This is an optimization exercise on Yosys and OpenROAD, whose aim is small area, a short achievable clock period and few clock cycles per item, not a production implementation. RTL that was checked went through simulation tests only; none was proved equivalent to the original. Only the layout flow was run in runs 4 and 5; the RTL was not checked for function there.

==> flow/design.v <==
package atdrb_pkg;
  localparam int unsigned CNT_W   = 9;
  localparam int unsigned TOTAL_W = 24;
  typedef logic [CNT_W-1:0]   cnt_t;
  typedef logic [TOTAL_W-1:0] total_t;
  typedef enum logic [1:0] {
    REG_THRESHOLD = 2'd0,
    REG_MODE      = 2'd1,
    REG_PERIOD    = 2'd2,
    REG_TSB       = 2'd3
  } reg_idx_e;
  typedef struct packed {
    logic level;
    logic last;
    logic clipped;
    cnt_t count;
  } pack_cmd_t;
endpackage
module atdrb_div (
  input  logic        clk_i,
  input  logic        rst_ni,
  input  logic        start_i,
  input  logic        dbl_i,
  input  logic [23:0] period_i,
  input  logic [15:0] divisor_i,
  output logic        busy_o,
  output logic        done_o,
  output logic [8:0]  a_o,
  output logic [23:0] b_o,
  output logic [16:0] hdiff_o,
  output logic [3:0]  cnt_o
);
  logic        busy_q;
  logic [3:0]  cnt_q;
  logic [15:0] rem_q;
  logic [8:0]  quo_q;
  logic [7:0]  low_q;
  logic        dbit;
  logic [16:0] rem_sh;
  logic [16:0] diff;
  logic        ge;
  logic [9:0]  quo_sh;
  assign dbit   = period_i[5'd23 - {1'b0, cnt_q}];
  assign rem_sh = {rem_q, busy_q ? dbit : low_q[7]};
  assign diff   = rem_sh - {1'b0, divisor_i};
  assign ge     = !diff[16];
  assign quo_sh = {quo_q, ge};
  always_ff @(posedge clk_i or negedge rst_ni) begin
    if (!rst_ni) begin
      busy_q <= 1'b0;
    end else if (start_i) begin
      busy_q <= 1'b1;
    end else if (busy_q && cnt_q == 4'd15) begin
      busy_q <= 1'b0;
    end
  end
  always_ff @(posedge clk_i) begin
    if (start_i) begin
      cnt_q <= (period_i[23:16] == 8'd0) ? 4'd8 : 4'd0;
      quo_q <= '0;
      rem_q <= '0;
      low_q <= period_i[7:0];
    end else if (busy_q || dbl_i) begin
      cnt_q <= cnt_q + 4'd1;
      rem_q <= ge ? diff[15:0] : rem_sh[15:0];
      quo_q <= (quo_sh >= 10'd505) ? 9'd505 : quo_sh[8:0];
      if (dbl_i) begin
        low_q <= {low_q[6:0], 1'b0};
      end
    end
  end
  assign busy_o = busy_q;
  assign done_o = busy_q && cnt_q == 4'd15;
  assign a_o    = quo_q;
  assign b_o    = {rem_q, low_q};
  assign hdiff_o = diff;
  assign cnt_o   = cnt_q;
endmodule
module atdrb_packer (
  input  logic        clk_i,
  input  logic        rst_ni,
  input  logic        cmd_valid_i,
  input  logic        cmd_level_i,
  input  logic [8:0]  cmd_bits_i,
  input  logic        cmd_clip_i,
  input  logic        cmd_last_i,
  output logic        full_o,
  output logic        out_valid_o,
  input  logic        out_ready_i,
  output logic [7:0]  packed_byte_o,
  output logic [3:0]  valid_bits_o,
  output logic        final_byte_o,
  output logic [23:0] total_bytes_o,
  output logic        run_clipped_o
);
  logic        pv_q;
  logic        pl_q;
  logic [8:0]  pleft_q;
  logic        plast_q;
  logic        pclip_q;
  logic        kv_q;
  logic        kl_q;
  logic [8:0]  kbits_q;
  logic        klast_q;
  logic        kclip_q;
  logic [6:0]  acc_q;
  logic [2:0]  held_q;
  logic        ov_q;
  logic [7:0]  obyte_q;
  logic [3:0]  ovb_q;
  logic        ofinal_q;
  logic [23:0] ototal_q;
  logic        oclip_q;
  logic [3:0]  lo;
  logic [5:0]  hi;
  logic        c8;
  logic        hi_z;
  logic        full;
  logic        rem_lt8;
  logic        rem_z;
  logic [5:0]  rem_hi;
  logic        need_emit;
  logic        out_free;
  logic        emit;
  logic        pdone;
  logic        p_free;
  logic [6:0]  acc_d;
  logic [2:0]  held_d;
  logic [8:0]  pleft_d;
  logic [3:0]  lim;
  logic [7:0]  mask;
  logic [7:0]  e_byte;
  assign lo        = {1'b0, held_q} + {1'b0, pleft_q[2:0]};
  assign hi        = pleft_q[8:3];
  assign c8        = lo[3];
  assign hi_z      = hi == '0;
  assign full      = !hi_z || c8;
  assign rem_lt8   = c8 ? hi_z : hi == 6'd1;
  assign rem_z     = rem_lt8 && lo[2:0] == '0;
  assign rem_hi    = c8 ? hi : hi - 6'd1;
  assign need_emit = full || plast_q;
  assign out_free  = !ov_q || out_ready_i;
  assign emit      = pv_q && need_emit && out_free;
  assign lim       = full ? 4'd8 : lo;
  assign mask      = (8'hFF >> held_q) & ~(8'hFF >> lim);
  assign e_byte    = ({acc_q, 1'b0} & ~(8'hFF >> held_q)) | (pl_q ? mask : 8'h00);
  always_comb begin
    acc_d   = acc_q;
    held_d  = held_q;
    pleft_d = pleft_q;
    pdone   = 1'b0;
    if (pv_q) begin
      if (!need_emit) begin
        acc_d  = e_byte[7:1];
        held_d = lo[2:0];
        pdone  = 1'b1;
      end else if (out_free) begin
        if (!full) begin
          held_d = '0;
          pdone  = 1'b1;
        end else begin
          acc_d   = {7{pl_q}};   
          held_d  = lo[2:0];
          pleft_d = {rem_hi, 3'b000};
          pdone   = rem_lt8 && (!plast_q || rem_z);
        end
      end
    end
  end
  assign p_free = !pv_q || pdone;
  assign full_o = kv_q;
  always_ff @(posedge clk_i or negedge rst_ni) begin
    if (!rst_ni) begin
      pv_q     <= 1'b0;
      kv_q     <= 1'b0;
      held_q   <= '0;
      ov_q     <= 1'b0;
      ofinal_q <= 1'b1;
    end else begin
      held_q <= held_d;
      if (p_free) begin
        pv_q <= kv_q || cmd_valid_i;
        kv_q <= 1'b0;
      end else if (cmd_valid_i) begin
        kv_q <= 1'b1;
      end
      if (emit) begin
        ov_q     <= 1'b1;
        ofinal_q <= plast_q && (!full || rem_z);
      end else if (out_ready_i) begin
        ov_q <= 1'b0;
      end
    end
  end
  always_ff @(posedge clk_i) begin
    acc_q <= acc_d;
    if (p_free) begin
      pl_q    <= kv_q ? kl_q    : cmd_level_i;
      pleft_q <= kv_q ? kbits_q : cmd_bits_i;
      plast_q <= kv_q ? klast_q : cmd_last_i;
      pclip_q <= kv_q ? kclip_q : cmd_clip_i;
    end else begin
      pleft_q <= pleft_d;
    end
    if (!p_free && cmd_valid_i) begin
      kl_q    <= cmd_level_i;
      kbits_q <= cmd_bits_i;
      klast_q <= cmd_last_i;
      kclip_q <= cmd_clip_i;
    end
    if (emit) begin
      obyte_q  <= e_byte;
      ovb_q    <= lim;
      ototal_q <= ofinal_q ? 24'd1 : ototal_q + 24'd1;
      oclip_q  <= pclip_q;
    end
  end
  assign out_valid_o   = ov_q;
  assign packed_byte_o = obyte_q;
  assign valid_bits_o  = ovb_q;
  assign final_byte_o  = ofinal_q;
  assign total_bytes_o = ototal_q;
  assign run_clipped_o = oclip_q;
endmodule
module audio_to_direct_recording_bits (
  input  logic        clk_i,
  input  logic        rst_ni,
  input  logic        psel,
  input  logic        penable,
  input  logic        pwrite,
  input  logic [3:0]  paddr,
  input  logic [31:0] pwdata,
  output logic [31:0] prdata,
  output logic        pready,
  input  logic        in_valid_i,
  output logic        in_ready_o,
  input  logic [7:0]  sample_value_i,
  input  logic        is_last_i,
  output logic        out_valid_o,
  input  logic        out_ready_i,
  output logic [7:0]  packed_byte_o,
  output logic [3:0]  valid_bits_o,
  output logic        final_byte_o,
  output logic [23:0] total_bytes_o,
  output logic        run_clipped_o
);
  localparam logic [8:0]  Q_SAT   = 9'd505;
  localparam logic [23:0] RUN_MAX = 24'hFF_FFFE;   
  logic [7:0]  threshold_q;
  logic        mode_q;
  logic [23:0] period_q;
  logic [15:0] tsb_eff;            
  logic        tsb_zero_q;         
  logic        cfg_wr;
  assign pready  = 1'b1;
  assign cfg_wr  = psel && penable && pwrite;
  always_ff @(posedge clk_i or negedge rst_ni) begin
    if (!rst_ni) begin
      threshold_q <= 8'd127;
      mode_q      <= 1'b0;
      period_q    <= 24'd20317;
      tsb_eff     <= 16'd79;
      tsb_zero_q  <= 1'b0;
    end else if (cfg_wr) begin
      case (paddr[3:2])
        atdrb_pkg::REG_THRESHOLD: threshold_q <= pwdata[7:0];
        atdrb_pkg::REG_MODE:      mode_q      <= pwdata[0];
        atdrb_pkg::REG_PERIOD:    period_q    <= pwdata[23:0];
        atdrb_pkg::REG_TSB: begin
          tsb_eff    <= {pwdata[15:1], pwdata[0] || pwdata[15:0] == 16'd0};
          tsb_zero_q <= pwdata[15:0] == 16'd0;
        end
        default: ;
      endcase
    end
  end
  always_comb begin
    case (paddr[3:2])
      atdrb_pkg::REG_THRESHOLD: prdata = {24'd0, threshold_q};
      atdrb_pkg::REG_MODE:      prdata = {31'd0, mode_q};
      atdrb_pkg::REG_PERIOD:    prdata = {8'd0, period_q};
      atdrb_pkg::REG_TSB:       prdata = {16'd0, tsb_eff[15:1], tsb_eff[0] && !tsb_zero_q};
      default:                  prdata = '0;
    endcase
  end
  logic        dirty_q;
  logic        restore_q;
  logic        post_q;
  logic        rc_q;
  logic        rc_hi_q;            
  logic [3:0]  div_cnt;
  logic        rc_end;
  logic        div_start;
  logic        div_busy;
  logic        div_done;
  logic [8:0]  step_a;
  logic [23:0] step_b;
  logic [16:0] half_diff;
  assign rc_end    = rc_q && rc_hi_q && div_cnt == 4'd7;
  assign div_start = (dirty_q && !div_busy && !rc_init && !rc_q) || rc_end;
  atdrb_div u_div (
    .clk_i     (clk_i),
    .rst_ni    (rst_ni),
    .start_i   (div_start),
    .dbl_i     (rc_q),
    .period_i  (period_q),
    .divisor_i (tsb_eff),
    .busy_o    (div_busy),
    .done_o    (div_done),
    .a_o       (step_a),
    .b_o       (step_b),
    .hdiff_o   (half_diff),
    .cnt_o     (div_cnt)
  );
  logic        open_q, open_d;
  logic        lvl_q, lvl_d;
  logic [23:0] ext_q, ext_d;      
  logic [25:0] g_q, g_d;          
  logic [8:0]  q_q, q_d;
  logic        defer_q, defer_d;
  logic        wrap;
  logic [25:0] g_new;
  logic [25:0] g_add;
  logic [8:0]  g_lo;
  logic [16:0] g_hi;
  logic [9:0]  q_sum;
  logic [8:0]  q_step;
  assign wrap      = !g_q[24] || (g_q[25] && g_q[24:8] == '1);
  assign g_new     = {1'b0, half_diff[16], half_diff, step_b[6:0]};
  assign g_lo      = {1'b0, g_q[7:0]} + {1'b0, step_b[7:0]};
  assign g_hi      = g_q[24:8] + {1'b0, step_b[23:8]} + {16'd0, g_q[25]} -
                     (wrap ? {1'b0, tsb_eff} : 17'd0);
  assign g_add     = {g_lo[8], g_hi, g_lo[7:0]};
  assign q_sum     = {1'b0, q_q} + {1'b0, step_a} + {9'd0, wrap};
  assign q_step    = (q_sum >= {1'b0, Q_SAT}) ? Q_SAT : q_sum[8:0];
  logic        s_v_q;
  logic        s_lvl_q;
  logic        s_last_q;
  logic        busy;
  logic        rc_init;
  logic        pk_full;
  logic        s_go;
  logic        take;
  assign rc_init    = post_q && !restore_q && open_q;
  assign busy       = dirty_q || div_busy || rc_init || rc_q;
  assign s_go       = s_v_q && !busy && !defer_q &&
                      (!pk_full || (mode_q && (!open_q || s_lvl_q == lvl_q)));
  assign in_ready_o = !s_v_q || s_go;
  assign take       = in_valid_i && in_ready_o;
  always_ff @(posedge clk_i or negedge rst_ni) begin
    if (!rst_ni) begin
      s_v_q <= 1'b0;
    end else begin
      s_v_q <= take || (s_v_q && !s_go);
    end
  end
  always_ff @(posedge clk_i) begin
    if (take) begin
      s_lvl_q  <= sample_value_i > threshold_q;
      s_last_q <= is_last_i;
    end
  end
  logic        cmd_valid;
  logic        cmd_level;
  logic [8:0]  cmd_q;
  logic        cmd_last;
  logic [8:0]  cmd_bits;
  logic        cmd_clip;
  always_comb begin
    open_d    = open_q;
    lvl_d     = lvl_q;
    ext_d     = ext_q;
    g_d       = g_q;
    q_d       = q_q;
    defer_d   = defer_q;
    cmd_valid = 1'b0;
    cmd_level = lvl_q;
    cmd_q     = q_step;
    cmd_last  = 1'b1;
    if (rc_init) begin
      g_d = g_new;
      q_d = '0;
    end else if (rc_q) begin
      if (ext_q[0]) begin
        g_d = g_add;
        q_d = q_step;
      end
      ext_d = {ext_q[0], ext_q[23:1]};
    end else if (defer_q) begin
      if (!pk_full) begin
        cmd_valid = 1'b1;
        open_d    = 1'b0;
        defer_d   = 1'b0;
      end
    end else if (s_go) begin
      cmd_last = s_last_q;
      if (!mode_q) begin
        cmd_valid = 1'b1;
        cmd_level = s_lvl_q;
        cmd_q     = 9'd1;
        if (s_last_q) open_d = 1'b0;
      end else if (!open_q) begin
        open_d  = 1'b1;
        lvl_d   = s_lvl_q;
        ext_d   = '0;
        g_d     = g_new;
        q_d     = '0;
        defer_d = s_last_q;
      end else if (s_lvl_q == lvl_q) begin
        if (ext_q != RUN_MAX) begin
          ext_d = ext_q + 24'd1;
          g_d   = g_add;
          q_d   = q_step;
        end
        defer_d = s_last_q;
      end else begin
        cmd_valid = 1'b1;
        if (s_last_q) begin
          open_d = 1'b0;
        end else begin
          lvl_d = s_lvl_q;
          ext_d = '0;
          g_d   = g_new;
          q_d   = '0;
        end
      end
    end
  end
  assign cmd_clip = cmd_q == Q_SAT;
  assign cmd_bits = {cmd_q[8:1], (cmd_q[0] && !cmd_clip) || cmd_q == '0};
  always_ff @(posedge clk_i or negedge rst_ni) begin
    if (!rst_ni) begin
      dirty_q   <= 1'b1;
      restore_q <= 1'b0;
      post_q    <= 1'b0;
      rc_q      <= 1'b0;
      open_q    <= 1'b0;
      defer_q   <= 1'b0;
    end else begin
      dirty_q   <= (cfg_wr && paddr[3]) || (dirty_q && !(div_start && !rc_q));
      post_q <= div_done;
      if (rc_init) begin
        rc_q <= 1'b1;
      end else if (rc_end) begin
        rc_q <= 1'b0;
      end
      if (rc_end) begin
        restore_q <= 1'b1;
      end else if (post_q) begin
        restore_q <= 1'b0;
      end
      open_q  <= open_d;
      defer_q <= defer_d;
    end
  end
  always_ff @(posedge clk_i) begin
    lvl_q <= lvl_d;
    ext_q <= ext_d;
    g_q   <= g_d;
    q_q   <= q_d;
    if (post_q) begin
      rc_hi_q <= 1'b0;
    end else if (rc_q && div_cnt == 4'd15) begin
      rc_hi_q <= 1'b1;
    end
  end
  atdrb_packer u_pack (
    .clk_i         (clk_i),
    .rst_ni        (rst_ni),
    .cmd_valid_i   (cmd_valid),
    .cmd_level_i   (cmd_level),
    .cmd_bits_i    (cmd_bits),
    .cmd_clip_i    (cmd_clip),
    .cmd_last_i    (cmd_last),
    .full_o        (pk_full),
    .out_valid_o   (out_valid_o),
    .out_ready_i   (out_ready_i),
    .packed_byte_o (packed_byte_o),
    .valid_bits_o  (valid_bits_o),
    .final_byte_o  (final_byte_o),
    .total_bytes_o (total_bytes_o),
    .run_clipped_o (run_clipped_o)
  );
endmodule
==> flow/flow/run.sh <==
#!/bin/bash
# The standard layout, with plain buffers (not delay buffers) on the ports.
set -euo pipefail
export BUFFER_PORTS_ARGS="-buffer_cell sky130_fd_sc_hd__buf_2"
bash standard.sh > standard.log 2>&1
==> flow/standard.sh <==
#!/bin/bash
# synth_recipe.tcl (not shown) runs the flow's synth.tcl, then flattens the netlist and writes it again
# the make line also repeats each setting of config.mk as NAME=value (left out here)
make -C /OpenROAD-flow-scripts/flow DESIGN_CONFIG=/design/flow/config.mk WORK_HOME=/design/flow/orfs CLKGATE_MAP_FILE= SYNTH_SCRIPT=/design/flow/synth_recipe.tcl "${@:-finish}"
==> flow/config.mk <==
export PLATFORM = sky130hd
export DESIGN_NAME = audio_to_direct_recording_bits
export DESIGN_NICKNAME = audio_to_direct_recording_bits
export VERILOG_FILES = /design/flow/design.v
export SDC_FILE = /design/flow/constraint.sdc
export NUM_CORES = 4
export LEC_CHECK = 0
export CAP_MARGIN = 20
export CORE_MARGIN = 2
export CORE_UTILIZATION = 70
export CTS_CLUSTER_DIAMETER = 60
export CTS_CLUSTER_SIZE = 40
export SETUP_SLACK_MARGIN = 4.6
export SLEW_MARGIN = 20
==> flow/constraint.sdc <==
create_clock -name core_clock -period 9.0 [get_ports {clk_i}]
set_input_delay 1.8000 -clock core_clock [delete_from_list [all_inputs] [get_ports {clk_i}]]
set_output_delay 1.8000 -clock core_clock [all_outputs]
set_load 0.01 [all_outputs]
==> results of run 1 <==
[worst max path at each step]
stage	endpoint
2_1_floorplan	prdata[0]
3_3_place_gp	g_q[23]
3_5_place_dp	g_q[23]
4_1_cts	u_div.rem_q[0]
5_1_grt	u_div.rem_q[0]
6_report	prdata[0]
[final cells by class]
type / count / area (sq um) / share of cell area (%)
Inverter: 115 / 432 / 2.72
Sequential cell: 233 / 6340 / 39.9
Clock buffer: 22 / 518 / 3.26
Multi-Input combinational cell: 1018 / 7210 / 45.4
Clock inverter: 10 / 145 / 0.913
Timing Repair Buffer: 139 / 913 / 5.75
Tap cell: 265 / 332 / 2.09
[worst reg2reg max path, stage by stage, from the launching register on]
cell and delay [ns]:
edfxtp_1 0.39, buf_12 0.13, mux4_2 0.54, mux4_2 0.54
mux2i_4 0.23, ha_4 0.18, fa_2 0.22, nor2b_4 0.05
o31ai_4 0.24, a211oi_2 0.13, o211a_1 0.31, or2_1 0.28
o311ai_4 0.35, buf_12 0.17, mux2_4 0.31, o31ai_4 0.20
[layout by cell type (no fill, tap or decap), drive strengths merged, types with 25 or more instances in the layout]
| master | synthesis | routed |
|---|---|---|
| dfxtp | 36 | 36 |
| inv | 113 | 117 |
| nor3 | 30 | 30 |
| nor2 | 101 | 101 |
| xnor2 | 32 | 32 |
| dfrtp | 41 | 41 |
| a21oi | 56 | 56 |
| mux2 | 51 | 51 |
| nand3 | 31 | 31 |
| mux2i | 39 | 39 |
| xor2 | 50 | 50 |
| nand2 | 164 | 164 |
| ha | 65 | 65 |
| o21ai | 110 | 110 |
| buf | 19 | 138 |
| a21o | 27 | 27 |
| edfxtp | 132 | 132 |
| nand4 | 25 | 25 |
[through the flow]
stage	setup WS [ns]	hold slack [ns]
finish	4.63	0.440
global route	4.53	0.443
CTS	4.59	0.445
detailed placement	3.91	0.424
global placement	4.04	0.403
floorplan	4.63	0.400
[cells in the mapped netlist, types with 24 or more instances]
library cell	n
edfxtp_1	132
a21o_1	27
nand3_1	31
inv_1	113
mux2i_1	39
ha_1	65
dfrtp_1	41
nand4_1	25
dfstp_2	24
dfxtp_1	36
xor2_1	50
xnor2_1	32
nor2_1	101
nand2_1	164
a21oi_1	56
nor3_1	30
o21ai_0	110
mux2_2	51
clkbuf_1	43
[kinds of logic (layout without fill, tap and decap cells)]
| group | count (synthesis) | after routing | share of synthesized area (%) |
|---|---|---|---|
| simple gates | 461 | 461 | 15.5 |
| compound gates | 283 | 283 | 12.7 |
| flops | 233 | 233 | 45.0 |
| buf+inv | 177 | 286 | 5.03 |
| mux | 96 | 96 | 7.80 |
| fa+ha+maj | 87 | 87 | 8.90 |
| xor+xnor | 82 | 82 | 5.10 |
| other cells | 2 | 9 | 0.0533 |
[registers in the layout, summed over array words and instances, names as in the netlist, 3 cells and up]
name             count
ext_q               24
g_q                 26
period_q            24
q_q                  9
threshold_q          8
tsb_eff             16
u_div.cnt_q          4
u_div.low_q          8
u_div.quo_q          9
u_div.rem_q         16
u_pack.acc_q         7
u_pack.held_q        3
u_pack.kbits_q       9
u_pack.obyte_q       8
u_pack.ototal_q     24
u_pack.ovb_q         4
u_pack.pleft_q       9
[routing by layer]
layer	share of wire [%]	global-route usage [%]	vias to the layer above	wire (microns)
met5	0	0	-	0
met4	2.4	8.09	0	775
met3	6.5	4.01	53	2050
met2	47	48.6	347	14800
met1	44	42.2	5292	14100
li1	-	-	5222	-
[repair_timing]
action | CTS | global route
endpoints found under the setup margin | 59 | 37
endpoints found under the hold margin | 0 | 0
pin swaps | 8 | 11
hold buffers | 0 | 0
resized for setup | 22 | 18
buffers inserted | 10 | 14
gates cloned | 2 | 0
==> results_dict.tcl, run 1 <==
set metrics [dict create \
    status "timing/DRC/antenna clean" \
    crit_path_max_incr_delay_ns 0.53 \
    hold_path_end "u_pack.oclip_q" \
    fin_tns_setup_ns 0 \
    wl_microns 31700 \
    synth_top_area_share_pct 28.1 \
    worstMarginPinSlew_ns 1.09 \
    synth-seq-cells 233 \
    antenna_cells 0 \
    final.min_clock_period_ns 4.37 \
    utilization_pct 81.1 \
    antenna_found_initial 0 \
    finClkSkew_ns 0.0158 \
    synth_edf_count 132 \
    drcViolationCount 0 \
    place.gp.congestion 0.897 \
    crit_start "paddr[2]" \
    yosys_warnings 3 \
    cts-htree-levels 1 \
    maxSlewViolCount 0 \
    grt-ovfl-total 0 \
    synthTopCellsByArea "edfxtp_1, dfrtp_1, ha_1" \
    wire_per_inst_microns 17.6 \
    hold_depth 0 \
    startpoint_type "primary input" \
    max_freq_ghz 0.229 \
    reg2reg_from "u_div.cnt_q[0]" \
    slowest_stage "mux4_2" \
    synth_area_leader_cell "edfxtp_1" \
    worstSkewPairLatency_ns 0.51 \
    setup_violations 0 \
    reg2reg_depth 15 \
    hp-start "u_pack.pclip_q" \
    rsz0062_at_grt "true" \
    die_area_sq_um 21300 \
    grt_max_degree 66 \
    tritoncts "done" \
    criticalPathCategory "primary input to output port" \
    crit_required_ns 7.20 \
    grt_pass1_vias 10800 \
    path_cells "buf_16, mux4_2, buf_6" \
    cts.sinks 233 \
    io_buffers 105 \
    final_hold_viol_count 0 \
    ys.flop_type "edfxtp_1" \
    final_cells 1802 \
    nets 1664 \
    area_delta_synth_final_pct 12.8 \
    slew_headroom_pct 27.2 \
    period_share_pct 48.6 \
    pin_count 125 \
    grt_use_total_pct 29.7 \
    root_buffer "clkbuf_16" \
    path_buf_inv 2 \
    cts_buffers 18 \
    critical_path_arrival_ns 2.57 \
    cp.depth 3 \
    place_hpwl_microns 21700 \
    cts.clk_slew.worst_paths_ns 0.09 \
    place_inst 1744 \
    r2r_end "u_div.rem_q[0]" \
    max_cap_violations 0 \
    die_h_microns 146 \
    initial_core_util_pct 71.9 \
    antenna_left 0 \
    dpl_cell_area_sq_um 14800 \
    cp_top_family "multiplexers" \
    hold_class "register to register" \
    drive_gt1_share_pct 18.5 \
    avgViaCountPerCell 6.06 \
    cts.path.max_buffers 3 \
    final_area_sq_um 15900 \
    synth.distinct_cells 71 \
    cp-end-kind "output port" \
    vias 10900 \
    fillers 1280 \
    critical_path_peak_fanout 5 \
    syn-instance-count 1421 \
    core_sq_um 19600 \
    async_flop_share_pct 27.9 \
    drt_iter0_drc 739 \
    grt_first_pass_wirelength_microns 52400 \
    num_rows 51 \
    dr.pass1.iters 5 \
    seq_area_frac_synth_pct 45.0 \
    die_x_microns 146 \
    syn_area_per_cell_sq_um 9.92 \
    syn_area_sq_um 14100 \
    r2r_setup_slack_ns 4.63 \
]
Testbench counts, summed over its fixed seeds: cycles 20,164, samples 19,200.
==> run 2, diff against run 1 <==
--- a/flow/config.mk
+++ b/flow/config.mk
@@ -8,7 +8,7 @@
 export CAP_MARGIN = 20
 export CORE_MARGIN = 2
-export CORE_UTILIZATION = 70
+export CORE_UTILIZATION = 80
 export CTS_CLUSTER_DIAMETER = 60
-export CTS_CLUSTER_SIZE = 40
+export CTS_CLUSTER_SIZE = 36
 export SETUP_SLACK_MARGIN = 4.6
 export SLEW_MARGIN = 20
==> run 2 against run 1 <==
  * Still clean on timing, DRC and antenna
  * Synthesized area unchanged
  * Die area shrank 12%
  * Global-route usage grew 9.9 points
  * Maximum frequency fell by 6.1%
  * First-iteration DRC count up 120%
  * Worst hold slack better by 0.063 ns
  * Core utilization up 11 points
  * Critical path depth rose by 13
  * Clock skew grew 0.017 ns
  * Register-to-register slack got worse by 0.28 ns
==> results_dict.tcl, run 2 <==
set metrics [dict create \
    cts_buffers 17 \
    worstMarginPinSlew_ns 1.08 \
    path_buf_inv 3 \
    synth.most_common_cell "nand2_1" \
    worstSkewPairLatency_ns 0.52 \
    final.min_clock_period_ns 4.65 \
    startpoint_type "register" \
    wire_per_inst_microns 23.6 \
    async_flop_share_pct 27.9 \
    initial_core_util_pct 81.8 \
    grt_max_degree 66 \
    crit_path_max_incr_delay_ns 0.56 \
    critical_path_peak_fanout 5 \
    status "timing/DRC/antenna clean" \
    synth_top_area_share_pct 28.1 \
    grt_use_total_pct 39.6 \
    synth_top_family_by_area "simple AND/OR/NAND/NOR gates" \
    nets 1666 \
    core_sq_um 17200 \
    slowest_stage "mux4_2" \
    top_register "g_q" \
    synthSimpleGateAreaFrac_pct 15.5 \
    num_rows 48 \
    die_x_microns 137 \
    criticalPathCategory "register to register" \
    ys.flop_type "edfxtp_1" \
    vias 12400 \
    cts.path.max_buffers 3 \
    grt_pass1_vias 11400 \
    max_freq_ghz 0.215 \
    rsz0062_at_grt "true" \
    yosys_warnings 3 \
    slew_headroom_pct 27.3 \
    pin_count 125 \
    root_buffer "clkbuf_16" \
    die_h_microns 137 \
    crit_required_ns 9.37 \
    seq_area_frac_synth_pct 45.0 \
    hold_slack_ns 0.503 \
    cp_top_family "multiplexers" \
    place.gp.congestion 0.868 \
    synth-seq-cells 233 \
    avgViaCountPerCell 7.06 \
    synthMuxAreaShare_pct 7.80 \
    fin_tns_setup_ns 0 \
    synth.distinct_cells 71 \
    maxSlewViolCount 0 \
    antenna_left 0 \
    io_buffers 105 \
    die_area_sq_um 18700 \
    cts.clk_slew.worst_paths_ns 0.10 \
    synth_edf_count 132 \
    antenna_found_initial 0 \
    period_share_pct 51.7 \
    synthTopCellsByArea "edfxtp_1, dfrtp_1, ha_1" \
    drcViolationCount 0 \
    cts-htree-levels 1 \
    syn_area_per_cell_sq_um 9.92 \
    final_hold_viol_count 0 \
    drt_iter0_drc 1647 \
    antenna_cells 0 \
    layout_commonest_cell "nand2_1" \
    finClkSkew_ns 0.0326 \
    synth_area_leader_cell "edfxtp_1" \
    critical_path_arrival_ns 5.03 \
    synth_compound_area_share_pct 12.7 \
    utilization_pct 92.4 \
    grt_first_pass_wirelength_microns 58000 \
    syn-instance-count 1421 \
    grt-ovfl-total 0 \
    hold_class "register to register" \
    path_cells "buf_12, mux4_2, mux4_2, mux2i_4, ha_2, fa_2, nor2b_4, o31ai_4, a211oi_2, o211a_1, or2_1, o311ai_4, buf_12, buf_6, mux2i_2, a211oi_2" \
    area_delta_synth_final_pct 13.0 \
    wl_microns 41600 \
    synthTopCellsByCount "nand2_1, edfxtp_1, inv_1" \
    largest_reg_flops 26 \
    drive_gt1_share_pct 19.3 \
    cts.sinks 233 \
    synthAdderAreaFrac_pct 8.90 \
    layout_common_cells "nand2_1, edfxtp_1, inv_1" \
    max_cap_violations 0 \
    dr.pass1.iters 8 \
    synth-xor-area-share_pct 5.10 \
    setup_violations 0 \
    tritoncts "done" \
    syn_area_sq_um 14100 \
    cp-end-kind "register" \
    place_hpwl_microns 23200 \
]
==> run 2: cell counts after synthesis <==
Identical to the previous run, type by type.
==> run 2: worst paths after layout <==
kind / cells past startpoint / start / end / slack [ns]
min in group asynchronous: 2 / rst_ni / tsb_eff[14] / 1.47
worst max register to register: 16 / u_div.cnt_q[0] / u_div.rem_q[13] / 4.35
worst min register to register: 1 / q_q[4] / q_q[4] / 0.50
worst max-delay path: 16 / u_div.cnt_q[0] / u_div.rem_q[13] / 4.35
max in group asynchronous: 2 / rst_ni / rc_q / 6.90
worst min-delay path: 1 / q_q[4] / q_q[4] / 0.50
==> run 2: logic make-up (layout without fill, tap and decap cells) <==
kind of cell,count (synthesis),in the layout
flops,233,233
simple gates,461,461
other cells,2,9
compound gates,283,283
mux,96,96
xor+xnor,82,82
buf+inv,177,286
fa+ha+maj,87,87
==> run 2: what timing repair did <==
action / CTS / global route
hold buffers: 0 / 0
setup endpoints to repair: 59 / 47
gates cloned: 2 / 1
pin swaps: 3 / 16
gates resized for setup: 22 / 34
buffers inserted: 13 / 14
==> run 2: area by class of cell <==
cell class | instances | area, sq um
clock buffers | 17 | 425
clock inverters | 12 | 171
fillers | 623 | 1320
inverters | 115 | 432
multi-input cells | 1018 | 7270
flip-flops and latches | 233 | 6340
well taps | 225 | 282
repair buffers | 142 | 1000
==> run 2: per-layer routing <==
metal	GRT usage, %	routed length, microns
met2	67.4	19500
met1	50.4	14100
met4	15.9	2870
met5	0	0
met3	7.04	5170
==> run 2: stage by stage <==
stage	cell area [sq um]	std cells	setup slack (ns)
floorplan	14100	1428	4.63
global placement	14700	1702	4.10
detailed placement	14700	1703	3.95
CTS	15600	1747	4.59
global route	15900	1762	4.33
finish	15900	1762	4.35
==> run 3, diff against run 2 <==
--- a/flow/config.mk
+++ b/flow/config.mk
@@ -8,6 +8,6 @@
 export CAP_MARGIN = 20
 export CORE_MARGIN = 2
-export CORE_UTILIZATION = 80
-export CTS_CLUSTER_DIAMETER = 60
+export CORE_UTILIZATION = 70
+export CTS_CLUSTER_DIAMETER = 65
 export CTS_CLUSTER_SIZE = 36
 export SETUP_SLACK_MARGIN = 4.6
==> run 3 against run 2 <==
  * Still clean
  * Count of clock-buffer cells in the layout grew 3
  * Worst setup slack improved by 0.31 ns
  * Maximum frequency rose by 7.2%
  * Final area shrank 0.53%
  * Core utilization fell by 12 points
  * Global-route usage decreased by 10 points
  * Synthesized area unchanged
  * Sequential share of layout area up 0.21 points
  * Highest routed layer unchanged
==> results_dict.tcl, run 3 <==
set metrics [dict create \
    finClkSkew_ns 0.0309 \
    dr.pass1.iters 6 \
    worstMarginPinSlew_ns 1.09 \
    period_share_pct 48.2 \
    place_inst 1744 \
    antenna_cells 0 \
    grt_first_pass_wirelength_microns 51800 \
    cts-htree-levels 1 \
    drcViolationCount 0 \
    hold_class "register to register" \
    top_register "g_q" \
    final_hold_viol_count 0 \
    seq_area_frac_synth_pct 45.0 \
    synth_edf_count 132 \
    slew_headroom_pct 27.5 \
    final_area_sq_um 15800 \
    path_buf_inv 3 \
    critical_path_peak_fanout 8 \
    synthTopCellsByArea "edfxtp_1, dfrtp_1, ha_1" \
    crit_path_max_incr_delay_ns 0.18 \
    avgViaCountPerCell 6.08 \
    worstSkewPairLatency_ns 0.52 \
    drt_iter0_drc 722 \
    endpoint "prdata[14]" \
    wl_microns 31700 \
    pin_count 125 \
    max_cap_violations 0 \
    r2r_end "u_div.rem_q[0]" \
    cp.depth 5 \
    max_freq_ghz 0.230 \
    slowest_stage "buf_4" \
    antenna_found_initial 0 \
    syn_area_sq_um 14100 \
    syn-instance-count 1421 \
    num_rows 51 \
    fin_tns_setup_ns 0 \
    grt_pass1_vias 10600 \
    cp-end-kind "output port" \
    synth-seq-cells 233 \
    io_buffers 105 \
    dpl_cell_area_sq_um 14800 \
    ys.flop_type "edfxtp_1" \
    tritoncts "done" \
    die_area_sq_um 21300 \
    grt_max_degree 66 \
    cts.sinks 233 \
    reg2reg_depth 15 \
    syn_area_per_cell_sq_um 9.92 \
    synth.most_common_cell "nand2_1" \
    layout_commonest_cell "nand2_1" \
    final_cells 1800 \
    criticalPathCategory "primary input to output port" \
    core_sq_um 19600 \
    path_cells "buf_16, buf_4, mux2i_1, nor2b_1, buf_2" \
    setup_violations 0 \
    maxSlewViolCount 0 \
    crit_required_ns 7.20 \
    rsz0062_at_grt "false" \
    cts.path.max_buffers 3 \
    area_delta_synth_final_pct 12.4 \
    grt_use_total_pct 29.4 \
    drive_gt1_share_pct 18.3 \
    async_flop_share_pct 27.9 \
    startpoint_type "primary input" \
    die_x_microns 146 \
    synthTopCellsByCount "nand2_1, edfxtp_1, inv_1" \
    holdBufCountCts 0 \
    synth.distinct_cells 71 \
    grt-ovfl-total 0 \
    critical_path_arrival_ns 2.54 \
    layout_common_cells "nand2_1, edfxtp_1, inv_1" \
    crit_start "paddr[2]" \
    antenna_left 0 \
    initial_core_util_pct 71.9 \
    cp_top_family "buffers and inverters" \
    yosys_warnings 3 \
    status "timing/DRC/antenna clean" \
    nets 1664 \
    largest_reg_flops 26 \
    place_hpwl_microns 21700 \
    root_buffer "clkbuf_16" \
    reg2reg_from "u_div.cnt_q[0]" \
    die_h_microns 146 \
    wire_per_inst_microns 17.6 \
    r2r_setup_slack_ns 4.67 \
    synth_top_area_share_pct 28.1 \
    place.gp.congestion 0.897 \
    synth_area_leader_cell "edfxtp_1" \
    final.min_clock_period_ns 4.34 \
    cts.clk_slew.worst_paths_ns 0.11 \
    vias 10900 \
    cts_buffers 16 \
]
-- run 3: cell count changes in the layout (fill, tap and decap cells not counted), moves of 2 or more --
cell / previous run / this run
o21ai_1: 5 / 3
inv_8: 3 / 0
buf_12: 7 / 3
a21oi_1: 53 / 55
buf_4: 24 / 29
mux2i_4: 4 / 1
mux2i_1: 33 / 37
a21oi_2: 3 / 1
o21ai_0: 105 / 107
-- run 3: kinds of logic after synthesis --
| kind of cell | count (synthesis) | share of synthesized area [%] |
|---|---|---|
| DFF | 233 | 45.0 |
| adders and majority gates | 87 | 8.90 |
| AOI/OAI and AO/OA | 283 | 12.7 |
| muxes | 96 | 7.80 |
| buffers and inverters | 177 | 5.03 |
| xor gates and xnor gates | 82 | 5.10 |
| other | 2 | 0.0533 |
| and+or+nand+nor | 461 | 15.5 |
-- run 3: worst register-to-register path: cells and delay by family (launching register included) --
| family | cells | cell delay, ns |
|---|---|---|
| buf+inv | 2 | 0.30 |
| compound gates | 5 | 1.20 |
| fa+ha+maj | 2 | 0.39 |
| mux | 4 | 1.63 |
| flops | 1 | 0.39 |
| simple gates | 2 | 0.34 |
-- run 3: what timing repair did --
| item | 4_1_cts | 5_1_grt |
|---|---|---|
| buffers inserted | 10 | 16 |
| setup endpoints to repair | 58 | 37 |
| gates resized for setup | 22 | 13 |
| pin swaps | 8 | 10 |
| cloned | 2 | 0 |
-- run 3: cell type report --
cell class,count,area (sq um)
clock buffer,20,448
clock inverter,8,165
fill,1275,3750
inverter,115,432
multi-input combinational,1018,7190
sequential,233,6340
tap,265,332
timing repair buffer,141,928
-- run 3: per-layer routing --
layer | vias up | GRT usage [%] | share of wire (%)
met3 | 52 | 3.92 | 6.8
met5 | - | 0 | 0
met2 | 407 | 48.1 | 47
met1 | 5277 | 41.8 | 44
met4 | 0 | 7.99 | 2.3
li1 | 5201 | - | -
-- run 3: worst min path at each step --
stage | startpoint | endpoint | slack (ns) | cells after the start
2_1_floorplan | u_pack.pclip_q | u_pack.oclip_q | 0.40 | 0
3_3_place_gp | u_pack.pclip_q | u_pack.oclip_q | 0.40 | 0
3_5_place_dp | u_pack.pclip_q | u_pack.oclip_q | 0.42 | 0
4_1_cts | u_pack.pclip_q | u_pack.oclip_q | 0.45 | 0
5_1_grt | u_pack.pclip_q | u_pack.oclip_q | 0.45 | 0
6_report | u_pack.pclip_q | u_pack.oclip_q | 0.45 | 0
-- run 3: metrics by stage --
stage / worst slack (ns) / util [%] / hold WS [ns]
finish: 4.66 / 80.8 / 0.446
global route: 4.57 / 80.8 / 0.449
CTS: 4.60 / 80.0 / 0.450
detailed placement: 3.91 / 75.5 / 0.424
global placement: 4.04 / 75.4 / 0.403
floorplan: 4.63 / - / 0.400
==> run 4, diff against run 3 <==
--- a/flow/design.v
+++ b/flow/design.v
@@ -27,23 +27,19 @@
   output logic        done_o,
   output logic [8:0]  a_o,
-  output logic [23:0] b_o,
-  output logic [16:0] hdiff_o,
-  output logic [3:0]  cnt_o
+  output logic [23:0] b_o
 );
   logic        busy_q;
   logic [3:0]  cnt_q;
   logic [15:0] rem_q;
-  logic [8:0]  quo_q;
+  logic [15:0] quo_q;
   logic [7:0]  low_q;
-  logic        dbit;
   logic [16:0] rem_sh;
   logic [16:0] diff;
   logic        ge;
-  logic [9:0]  quo_sh;
-  assign dbit   = period_i[5'd23 - {1'b0, cnt_q}];
-  assign rem_sh = {rem_q, busy_q ? dbit : low_q[7]};
+  logic        sat;
+  assign rem_sh = {rem_q, dbl_i ? low_q[7] : quo_q[15]};
   assign diff   = rem_sh - {1'b0, divisor_i};
   assign ge     = !diff[16];
-  assign quo_sh = {quo_q, ge};
+  assign sat    = quo_q[14:0] > 15'd252 || (quo_q[14:0] == 15'd252 && ge);
   always_ff @(posedge clk_i or negedge rst_ni) begin
     if (!rst_ni) begin
@@ -57,6 +53,11 @@
   always_ff @(posedge clk_i) begin
     if (start_i) begin
-      cnt_q <= (period_i[23:16] == 8'd0) ? 4'd8 : 4'd0;
-      quo_q <= '0;
+      if (period_i[23:16] == 8'd0) begin
+        cnt_q <= 4'd8;
+        quo_q <= {period_i[15:8], 8'd0};
+      end else begin
+        cnt_q <= 4'd0;
+        quo_q <= period_i[23:8];
+      end
       rem_q <= '0;
       low_q <= period_i[7:0];
@@ -64,5 +65,9 @@
       cnt_q <= cnt_q + 4'd1;
       rem_q <= ge ? diff[15:0] : rem_sh[15:0];
-      quo_q <= (quo_sh >= 10'd505) ? 9'd505 : quo_sh[8:0];
+      if ((dbl_i || cnt_q == 4'd15) && sat) begin
+        quo_q <= 16'd505;
+      end else begin
+        quo_q <= {quo_q[14:0], ge};
+      end
       if (dbl_i) begin
         low_q <= {low_q[6:0], 1'b0};
@@ -72,8 +77,6 @@
   assign busy_o = busy_q;
   assign done_o = busy_q && cnt_q == 4'd15;
-  assign a_o    = quo_q;
+  assign a_o    = quo_q[8:0];
   assign b_o    = {rem_q, low_q};
-  assign hdiff_o = diff;
-  assign cnt_o   = cnt_q;
 endmodule
 module atdrb_packer (
@@ -99,9 +102,4 @@
   logic        plast_q;
   logic        pclip_q;
-  logic        kv_q;
-  logic        kl_q;
-  logic [8:0]  kbits_q;
-  logic        klast_q;
-  logic        kclip_q;
   logic [6:0]  acc_q;
   logic [2:0]  held_q;
@@ -125,4 +123,5 @@
   logic        pdone;
   logic        p_free;
+  logic        pdone_c;
   logic [6:0]  acc_d;
   logic [2:0]  held_d;
@@ -144,5 +143,5 @@
   assign lim       = full ? 4'd8 : lo;
   assign mask      = (8'hFF >> held_q) & ~(8'hFF >> lim);
-  assign e_byte    = ({acc_q, 1'b0} & ~(8'hFF >> held_q)) | (pl_q ? mask : 8'h00);
+  assign e_byte    = ({1'b0, acc_q} << (4'd8 - {1'b0, held_q})) | (pl_q ? mask : 8'h00);
   always_comb begin
     acc_d   = acc_q;
@@ -152,5 +151,5 @@
     if (pv_q) begin
       if (!need_emit) begin
-        acc_d  = e_byte[7:1];
+        acc_d  = (acc_q << pleft_q[2:0]) | (pl_q ? ~(7'h7F << pleft_q[2:0]) : 7'h00);
         held_d = lo[2:0];
         pdone  = 1'b1;
@@ -160,5 +159,5 @@
           pdone  = 1'b1;
         end else begin
-          acc_d   = {7{pl_q}};   
+          acc_d   = {7{pl_q}};
           held_d  = lo[2:0];
           pleft_d = {rem_hi, 3'b000};
@@ -168,10 +167,10 @@
     end
   end
-  assign p_free = !pv_q || pdone;
-  assign full_o = kv_q;
+  assign pdone_c = !need_emit || (!ov_q && (!full || (rem_lt8 && (!plast_q || rem_z))));
+  assign p_free  = !pv_q || pdone;
+  assign full_o  = pv_q && !pdone_c;
   always_ff @(posedge clk_i or negedge rst_ni) begin
     if (!rst_ni) begin
       pv_q     <= 1'b0;
-      kv_q     <= 1'b0;
       held_q   <= '0;
       ov_q     <= 1'b0;
@@ -180,8 +179,5 @@
       held_q <= held_d;
       if (p_free) begin
-        pv_q <= kv_q || cmd_valid_i;
-        kv_q <= 1'b0;
-      end else if (cmd_valid_i) begin
-        kv_q <= 1'b1;
+        pv_q <= cmd_valid_i;
       end
       if (emit) begin
@@ -196,17 +192,11 @@
     acc_q <= acc_d;
     if (p_free) begin
-      pl_q    <= kv_q ? kl_q    : cmd_level_i;
-      pleft_q <= kv_q ? kbits_q : cmd_bits_i;
-      plast_q <= kv_q ? klast_q : cmd_last_i;
-      pclip_q <= kv_q ? kclip_q : cmd_clip_i;
+      pl_q    <= cmd_level_i;
+      pleft_q <= cmd_bits_i;
+      plast_q <= cmd_last_i;
+      pclip_q <= cmd_clip_i;
     end else begin
       pleft_q <= pleft_d;
     end
-    if (!p_free && cmd_valid_i) begin
-      kl_q    <= cmd_level_i;
-      kbits_q <= cmd_bits_i;
-      klast_q <= cmd_last_i;
-      kclip_q <= cmd_clip_i;
-    end
     if (emit) begin
       obyte_q  <= e_byte;
@@ -288,6 +278,5 @@
   logic        post_q;
   logic        rc_q;
-  logic        rc_hi_q;            
-  logic [3:0]  div_cnt;
+  logic [4:0]  rc_cnt_q;
   logic        rc_end;
   logic        div_start;
@@ -296,6 +285,5 @@
   logic [8:0]  step_a;
   logic [23:0] step_b;
-  logic [16:0] half_diff;
-  assign rc_end    = rc_q && rc_hi_q && div_cnt == 4'd7;
+  assign rc_end    = rc_q && rc_cnt_q == 5'd23;
   assign div_start = (dirty_q && !div_busy && !rc_init && !rc_q) || rc_end;
   atdrb_div u_div (
@@ -309,27 +297,20 @@
     .done_o    (div_done),
     .a_o       (step_a),
-    .b_o       (step_b),
-    .hdiff_o   (half_diff),
-    .cnt_o     (div_cnt)
+    .b_o       (step_b)
   );
   logic        open_q, open_d;
   logic        lvl_q, lvl_d;
   logic [23:0] ext_q, ext_d;      
-  logic [25:0] g_q, g_d;          
+  logic [24:0] g_q, g_d;
   logic [8:0]  q_q, q_d;
   logic        defer_q, defer_d;
   logic        wrap;
-  logic [25:0] g_new;
-  logic [25:0] g_add;
-  logic [8:0]  g_lo;
-  logic [16:0] g_hi;
+  logic [24:0] g_new;
+  logic [24:0] g_add;
   logic [9:0]  q_sum;
   logic [8:0]  q_step;
-  assign wrap      = !g_q[24] || (g_q[25] && g_q[24:8] == '1);
-  assign g_new     = {1'b0, half_diff[16], half_diff, step_b[6:0]};
-  assign g_lo      = {1'b0, g_q[7:0]} + {1'b0, step_b[7:0]};
-  assign g_hi      = g_q[24:8] + {1'b0, step_b[23:8]} + {16'd0, g_q[25]} -
-                     (wrap ? {1'b0, tsb_eff} : 17'd0);
-  assign g_add     = {g_lo[8], g_hi, g_lo[7:0]};
+  assign wrap      = !g_q[24];
+  assign g_new     = {1'b0, step_b} - {2'b0, tsb_eff, 7'd0};
+  assign g_add     = g_q + {1'b0, step_b} - (wrap ? {1'b0, tsb_eff, 8'd0} : 25'd0);
   assign q_sum     = {1'b0, q_q} + {1'b0, step_a} + {9'd0, wrap};
   assign q_step    = (q_sum >= {1'b0, Q_SAT}) ? Q_SAT : q_sum[8:0];
@@ -460,7 +441,7 @@
     q_q   <= q_d;
     if (post_q) begin
-      rc_hi_q <= 1'b0;
-    end else if (rc_q && div_cnt == 4'd15) begin
-      rc_hi_q <= 1'b1;
+      rc_cnt_q <= '0;
+    end else if (rc_q) begin
+      rc_cnt_q <= rc_cnt_q + 5'd1;
     end
   end
==> flow/run.sh (new file) <==
#!/bin/bash
# synth_recipe.tcl (not shown) runs the flow's synth.tcl, then flattens the netlist and writes it again
# the make line also repeats each setting of config.mk as NAME=value (left out here)
make -C /OpenROAD-flow-scripts/flow DESIGN_CONFIG=/design/flow/config.mk WORK_HOME=/design/flow/orfs CLKGATE_MAP_FILE= SYNTH_SCRIPT=/design/flow/synth_recipe.tcl finish
--- a/flow/config.mk
+++ b/flow/config.mk
@@ -8,7 +8,7 @@
 export CAP_MARGIN = 20
 export CORE_MARGIN = 2
-export CORE_UTILIZATION = 70
-export CTS_CLUSTER_DIAMETER = 65
-export CTS_CLUSTER_SIZE = 36
+export CORE_UTILIZATION = 45
+export CTS_CLUSTER_DIAMETER = 80
+export CTS_CLUSTER_SIZE = 30
 export SETUP_SLACK_MARGIN = 4.6
 export SLEW_MARGIN = 20
removed: flow/flow/run.sh
removed: flow/standard.sh
==> run 4 against run 3 <==
  * First-iteration DRC count grew 20%
  * Wire length increased by 22%
  * Final cell count grew 20%
  * Final area is 11% higher
  * Count of clock-buffer cells in the layout shrank 2
  * Clock skew up 0.016 ns
  * Register-to-register slack better by 0.28 ns
  * Highest routed layer unchanged
==> results_dict.tcl, run 4 <==
set metrics [dict create \
    status "timing/DRC/antenna clean" \
    antenna_found_initial 0 \
    yosys_warnings 3 \
    wl_microns 38500 \
    grt-ovfl-total 0 \
    vias 12000 \
    synth.distinct_cells 78 \
    dr.pass1.iters 5 \
    criticalPathCategory "primary input to output port" \
    synthTopCellsByArea "edfxtp_1, dfrtp_1, ha_1" \
    nets 1861 \
    utilization_pct 52.7 \
    hold_depth 0 \
    slew_headroom_pct 34.6 \
    syn_area_per_cell_sq_um 9.46 \
    final.min_clock_period_ns 4.56 \
    antenna_left 0 \
    place_inst 2114 \
    syn-instance-count 1611 \
    die_area_sq_um 35400 \
    grt_use_total_pct 21.7 \
    slowest_stage "mux2_4" \
    crit_required_ns 7.20 \
    fin_tns_setup_ns 0 \
    antenna_cells 0 \
    place.gp.congestion 0.874 \
    core_sq_um 33400 \
    largest_reg_flops 25 \
    root_buffer "clkbuf_16" \
    hold_class "register to register" \
    drive_gt1_share_pct 12.8 \
    dpl_cell_area_sq_um 16700 \
    synth_top_family_by_area "simple AND/OR/NAND/NOR gates" \
    cts.sinks 230 \
    synthSimpleGateAreaFrac_pct 15.6 \
    tritoncts "done" \
    grt_pass1_vias 11400 \
    final_cells 2168 \
    crit_path_max_incr_delay_ns 0.30 \
    final_hold_viol_count 0 \
    period_share_pct 50.6 \
    die_x_microns 188 \
    ys.flop_type "edfxtp_1" \
    synth-seq-cells 230 \
    pin_count 125 \
    synth.most_common_cell "nand2_1" \
    preCtsSetupSlack_ns 3.45 \
    path_cells "buf_12, buf_12, mux2_4, a22o_1, buf_2" \
    cp-end-kind "output port" \
    rsz0062_at_grt "true" \
    critical_path_peak_fanout 6 \
    wire_per_inst_microns 17.8 \
    worstMarginPinSlew_ns 0.978 \
    synth_area_leader_cell "edfxtp_1" \
    area_delta_synth_final_pct 15.7 \
    layout_commonest_cell "nand2_1" \
    cts-htree-levels 1 \
    fillers 3068 \
    synthTopCellsByCount "nand2_1, inv_1, nor2_1" \
    critical_path_arrival_ns 2.76 \
    reg2reg_depth 13 \
    async_flop_share_pct 27.8 \
    max_freq_ghz 0.219 \
    avgViaCountPerCell 5.54 \
    grt_first_pass_wirelength_microns 62500 \
    worstSkewPairLatency_ns 0.53 \
    synth_top_area_share_pct 26.8 \
    maxSlewViolCount 0 \
    setup_violations 0 \
    layout_common_cells "nand2_1, inv_1, edfxtp_1" \
    synth_edf_count 136 \
    io_buffers 105 \
    synthAdderAreaFrac_pct 9.16 \
    place_hpwl_microns 27900 \
    max_cap_violations 0 \
    drcViolationCount 0 \
    num_rows 67 \
    cts_buffers 16 \
    synthMuxAreaShare_pct 6.77 \
    grt_max_degree 65 \
    synth-xor-area-share_pct 6.24 \
    finClkSkew_ns 0.0474 \
    worst_slack_ns 4.44 \
    cts.clk_slew.worst_paths_ns 0.11 \
    die_h_microns 188 \
    drt_iter0_drc 865 \
    path_common_cell "buf_12" \
    top_register "g_q" \
    seq_area_frac_synth_pct 41.4 \
    synth_compound_area_share_pct 15.1 \
    hold_slack_ns 0.462 \
    cts.path.max_buffers 3 \
    holdBufCountCts 0 \
    final_area_sq_um 17600 \
    syn_area_sq_um 15200 \
    startpoint_type "primary input" \
    initial_core_util_pct 45.6 \
]
-- run 4: cell type report --
| cell class | instances | area [sq um] | share of cell area (%) |
|---|---|---|---|
| multi-input combinational | 1173 | 8270 | 46.9 |
| sequential | 230 | 6320 | 35.8 |
| timing repair buffer | 142 | 1360 | 7.71 |
| tap | 448 | 561 | 3.18 |
| inverter | 147 | 554 | 3.14 |
| clock buffer | 18 | 429 | 2.43 |
| clock inverter | 10 | 134 | 0.759 |
-- run 4: worst paths after layout --
path,slack (ns),to,from
max,4.44,prdata[6],paddr[2]
min,0.46,u_pack.oclip_q,u_pack.pclip_q
max reg2reg,4.95,u_div.rem_q[8],rc_q
min reg2reg,0.46,u_pack.oclip_q,u_pack.pclip_q
max in group asynchronous,6.87,u_pack.held_q[2],rst_ni
min in group asynchronous,1.43,period_q[21],rst_ni
-- run 4: worst max-delay path: cells and delay by family --
family | cells | cell delay, ns
AO/OA/AOI/OAI | 1 | 0.24
buffers and inverters | 3 | 0.41
multiplexers | 1 | 0.30
-- run 4: layer usage --
metal	global-route usage, %	share of wire, %
met2	33.9	44
met5	0	0
met4	3.73	1.5
met3	3.24	5.8
met1	32.3	49
-- run 4: cells by family after synthesis --
| logic type | count (synthesis) |
|---|---|
| xor+xnor | 106 |
| flops | 230 |
| compound gates | 362 |
| other cells | 2 |
| mux | 94 |
| buf+inv | 216 |
| fa+ha+maj | 99 |
| simple gates | 502 |
-- run 4: repair_timing --
item	CTS	global route
endpoints found under the setup margin	25	23
buffers inserted	15	6
gates resized for setup	137	16
pin swaps	14	3
gates cloned	4	0
==> run 5, diff against run 4 <==
--- a/flow/design.v
+++ b/flow/design.v
@@ -27,5 +27,6 @@
   output logic        done_o,
   output logic [8:0]  a_o,
-  output logic [23:0] b_o
+  output logic [23:0] b_o,
+  output logic [16:0] hdiff_o
 );
   logic        busy_q;
@@ -38,5 +39,5 @@
   logic        ge;
   logic        sat;
-  assign rem_sh = {rem_q, dbl_i ? low_q[7] : quo_q[15]};
+  assign rem_sh = {rem_q, busy_q ? quo_q[15] : low_q[7]};
   assign diff   = rem_sh - {1'b0, divisor_i};
   assign ge     = !diff[16];
@@ -79,4 +80,5 @@
   assign a_o    = quo_q[8:0];
   assign b_o    = {rem_q, low_q};
+  assign hdiff_o = diff;
 endmodule
 module atdrb_packer (
@@ -285,4 +287,5 @@
   logic [8:0]  step_a;
   logic [23:0] step_b;
+  logic [16:0] half_diff;
   assign rc_end    = rc_q && rc_cnt_q == 5'd23;
   assign div_start = (dirty_q && !div_busy && !rc_init && !rc_q) || rc_end;
@@ -297,5 +300,6 @@
     .done_o    (div_done),
     .a_o       (step_a),
-    .b_o       (step_b)
+    .b_o       (step_b),
+    .hdiff_o   (half_diff)
   );
   logic        open_q, open_d;
@@ -311,5 +315,5 @@
   logic [8:0]  q_step;
   assign wrap      = !g_q[24];
-  assign g_new     = {1'b0, step_b} - {2'b0, tsb_eff, 7'd0};
+  assign g_new     = {half_diff[16], half_diff, step_b[6:0]};
   assign g_add     = g_q + {1'b0, step_b} - (wrap ? {1'b0, tsb_eff, 8'd0} : 25'd0);
   assign q_sum     = {1'b0, q_q} + {1'b0, step_a} + {9'd0, wrap};
==> flow/flow/run.sh (new file) <==
#!/bin/bash
# The standard layout, with plain buffers (not delay buffers) on the ports.
set -euo pipefail
export BUFFER_PORTS_ARGS="-buffer_cell sky130_fd_sc_hd__buf_2"
bash standard.sh > standard.log 2>&1
==> flow/standard.sh (new file) <==
#!/bin/bash
# synth_recipe.tcl (not shown) runs the flow's synth.tcl, then flattens the netlist and writes it again
# the make line also repeats each setting of config.mk as NAME=value (left out here)
make -C /OpenROAD-flow-scripts/flow DESIGN_CONFIG=/design/flow/config.mk WORK_HOME=/design/flow/orfs CLKGATE_MAP_FILE= SYNTH_SCRIPT=/design/flow/synth_recipe.tcl "${@:-finish}"
--- a/flow/config.mk
+++ b/flow/config.mk
@@ -10,5 +10,5 @@
 export CORE_UTILIZATION = 45
 export CTS_CLUSTER_DIAMETER = 80
-export CTS_CLUSTER_SIZE = 30
+export CTS_CLUSTER_SIZE = 40
 export SETUP_SLACK_MARGIN = 4.6
 export SLEW_MARGIN = 20
removed: flow/run.sh
==> run 5 against run 4 <==
  * Worst hold slack worse by 0.019 ns
  * Critical path depth up 7
  * Critical endpoint is now in_ready_o
  * Clock skew down 0.019 ns
  * Global-route usage down 1.3 points
  * Count of clock-buffer cells in the layout down 1
  * Largest cell class unchanged
  * Non-clock buffer count up 18
  * Die area down 3.0%
  * Core utilization down 0.88 points
  * First-iteration DRC count down 20%
==> results_dict.tcl, run 5 <==
set metrics [dict create \
    startpoint_type "register" \
    max_cap_violations 0 \
    cts.path.max_buffers 3 \
    synth_edf_count 136 \
    io_buffers 105 \
    hold_class "register to register" \
    wl_microns 34600 \
    syn_area_sq_um 14800 \
    die_area_sq_um 34300 \
    critical_path_peak_fanout 2 \
    use_met2_pct 33.4 \
    syn_area_per_cell_sq_um 9.60 \
    yosys_warnings 3 \
    finClkSkew_ns 0.0279 \
    maxSlewViolCount 0 \
    die_h_microns 185 \
    synth.most_common_cell "nand2_1" \
    worstSkewPairLatency_ns 0.50 \
    synth-seq-cells 230 \
    synth.distinct_cells 78 \
    drt_iter0_drc 692 \
    synthTopCellsByArea "edfxtp_1, dfrtp_1, ha_1" \
    critical_path_arrival_ns 2.84 \
    cp-end-kind "output port" \
    largest_reg_flops 25 \
    dr.pass1.iters 5 \
    top_register "g_q" \
    status "timing/DRC/antenna clean" \
    place_hpwl_microns 25100 \
    synth_top_area_share_pct 27.6 \
    busiest_layer "met2" \
    grt_use_total_pct 20.4 \
    grt_max_degree 65 \
    wire_per_inst_microns 16.4 \
    final_cells 2108 \
    root_buffer "clkbuf_16" \
    place.gp.congestion 0.860 \
    slew_headroom_pct 32.5 \
    place_inst 2041 \
    holdBufCountCts 0 \
    final_hold_viol_count 0 \
    gr-usage-met1_pct 29.5 \
    initial_core_util_pct 45.5 \
    vias 11300 \
    seq_area_frac_synth_pct 42.7 \
    antenna_found_initial 0 \
    utilization_pct 51.8 \
    fillers 2973 \
    cts.clk_slew.worst_paths_ns 0.12 \
    drcViolationCount 0 \
    antenna_left 0 \
    layout_common_cells "nand2_1, inv_1, edfxtp_1" \
    grt_first_pass_wirelength_microns 56400 \
    grt_pass1_vias 10800 \
    cts-htree-levels 1 \
    antenna_cells 0 \
    num_rows 66 \
    crit_required_ns 7.20 \
    die_x_microns 185 \
    grt-ovfl-total 0 \
    avgViaCountPerCell 5.36 \
    fin_tns_setup_ns 0 \
    final.min_clock_period_ns 4.65 \
    criticalPathCategory "register to output port" \
    grt_use_met3_pct 2.34 \
    ys.flop_type "edfxtp_1" \
    syn-instance-count 1539 \
    max_freq_ghz 0.215 \
    pin_count 125 \
    async_flop_share_pct 27.8 \
    rsz0062_at_grt "true" \
    core_sq_um 32500 \
    drive_gt1_share_pct 18.3 \
    layout_commonest_cell "nand2_1" \
    tritoncts "done" \
    cts.sinks 230 \
    period_share_pct 51.6 \
    setup_violations 0 \
    synthTopCellsByCount "nand2_1, inv_1, edfxtp_1" \
    worstMarginPinSlew_ns 1.01 \
    area_delta_synth_final_pct 13.8 \
    cts_buffers 14 \
    nets 1807 \
    synth_area_leader_cell "edfxtp_1" \
]
-- run 5: changes by cell type in the layout (fill, tap and decap cells not counted), moves of 10 or more --
cell             before  now
buf_2                 8  101
clkdlybuf4s50_1      77    0
a21oi_1              92   47
buf_6                 7   22
nand4_1              12   25
xnor2_1              47   35
clkbuf_2             11    0
nor2_1              134  123
a211oi_1             11   21
-- run 5: logic make-up (layout without fill, tap and decap cells) --
group,Yosys count,in the layout,synth area share [%]
compound gates,310,310,13.7
xor+xnor,91,91,5.39
fa+ha+maj,97,97,9.23
buf+inv,214,334,5.83
flops,230,230,42.7
mux,91,91,6.74
other cells,2,9,0.0508
simple gates,504,504,16.3
-- run 5: worst paths after layout --
check                                       start  slack [ns]  cells after the start                to
worst min register to register     u_pack.pclip_q        0.44                      0    u_pack.oclip_q
worst min-delay path               u_pack.pclip_q        0.44                      0    u_pack.oclip_q
worst max register to register  u_pack.pleft_q[0]        4.68                     29          s_last_q
worst max-delay path            u_pack.pleft_q[0]        4.36                     12        in_ready_o
min in group asynchronous                  rst_ni        1.47                      2      period_q[21]
max in group asynchronous                  rst_ni        6.94                      2  u_pack.held_q[1]
-- run 5: final cells by class --
class	count	area [sq um]	share of cell area, %
clock buffer	17	414	2.46
clock inverter	7	138	0.818
inverter	150	563	3.35
multi-input combinational	1102	7760	46.1
sequential	230	6320	37.6
tap	442	553	3.29
timing repair buffer	160	1080	6.40
-- run 5: metrics by stage --
stage	area, sq um	setup slack, ns	hold slack [ns]
global placement	15700	4.09	0.401
finish	16800	4.36	0.444
detailed placement	15700	4.07	0.407
CTS	16600	4.45	0.440
floorplan	14800	4.63	0.400
global route	16800	4.24	0.460
-- run 5: worst max-delay path, stage by stage (launching register included) --
cell,delay (ns)
edfxtp_1,0.43
ha_2,0.22
inv_2,0.05
fa_2,0.46
nand2b_4,0.11
o21ai_4,0.06
o21ai_2,0.16
a211oi_2,0.08
buf_4,0.15
o31ai_4,0.27
nand2_2,0.11
buf_6,0.13
buf_6,0.11
-- run 5: timing repair --
action,CTS,global route
buffers inserted,31,11
resized for setup,28,29
pin swaps,7,9
setup endpoints to repair,25,8
gates cloned,1,0
-- run 5: metal layers --
layer	part of all wire [%]	up-vias	routed length [microns]
met4	1.5	0	510
met3	4.2	33	1470
met2	45	250	15500
met1	49	5353	17100
met5	0	-	0
li1	-	5656	-

static timing again, ports no longer ideal:
How much do the figures lean on ideal ports? The routed layouts below were timed once more, with nothing changed but the port constraints.
Step 1 (the two cells are an assumption about what drives the block):
set clk [get_ports {clk_i}]
set_driving_cell -lib_cell sky130_fd_sc_hd__clkbuf_16 $clk
set_driving_cell -lib_cell sky130_fd_sc_hd__buf_2 [delete_from_list [all_inputs] $clk]
Step 2 also shifts input and output timing later by t, the mid clock arrival at the registers, as if the neighbouring blocks saw the same clock.
Slacks: no drivers / after step 1 / after step 2; pairs: no drivers / after step 1.
run	t, ns	setup slack, ns	worst setup path at the end	worst slew at a driven data input, ns
run 1	0.545	4.630 / 4.518 / 4.463	input to register	0.11
run 2	0.551	4.347 / 4.347 / 4.347	register to register	0.15
run 3	0.548	4.660 / 4.550 / 4.498	input to register	0.11
run 4	0.559	4.443 / 4.393 / 4.393	input to output	0.08
run 5	0.541	4.355 / 4.304 / 4.504	input to output	0.14
After both steps setup and hold are still met in every run listed. The setup slack of run 1, which loses most, moves by -0.112 ns with the drivers and by -0.167 ns with both steps.
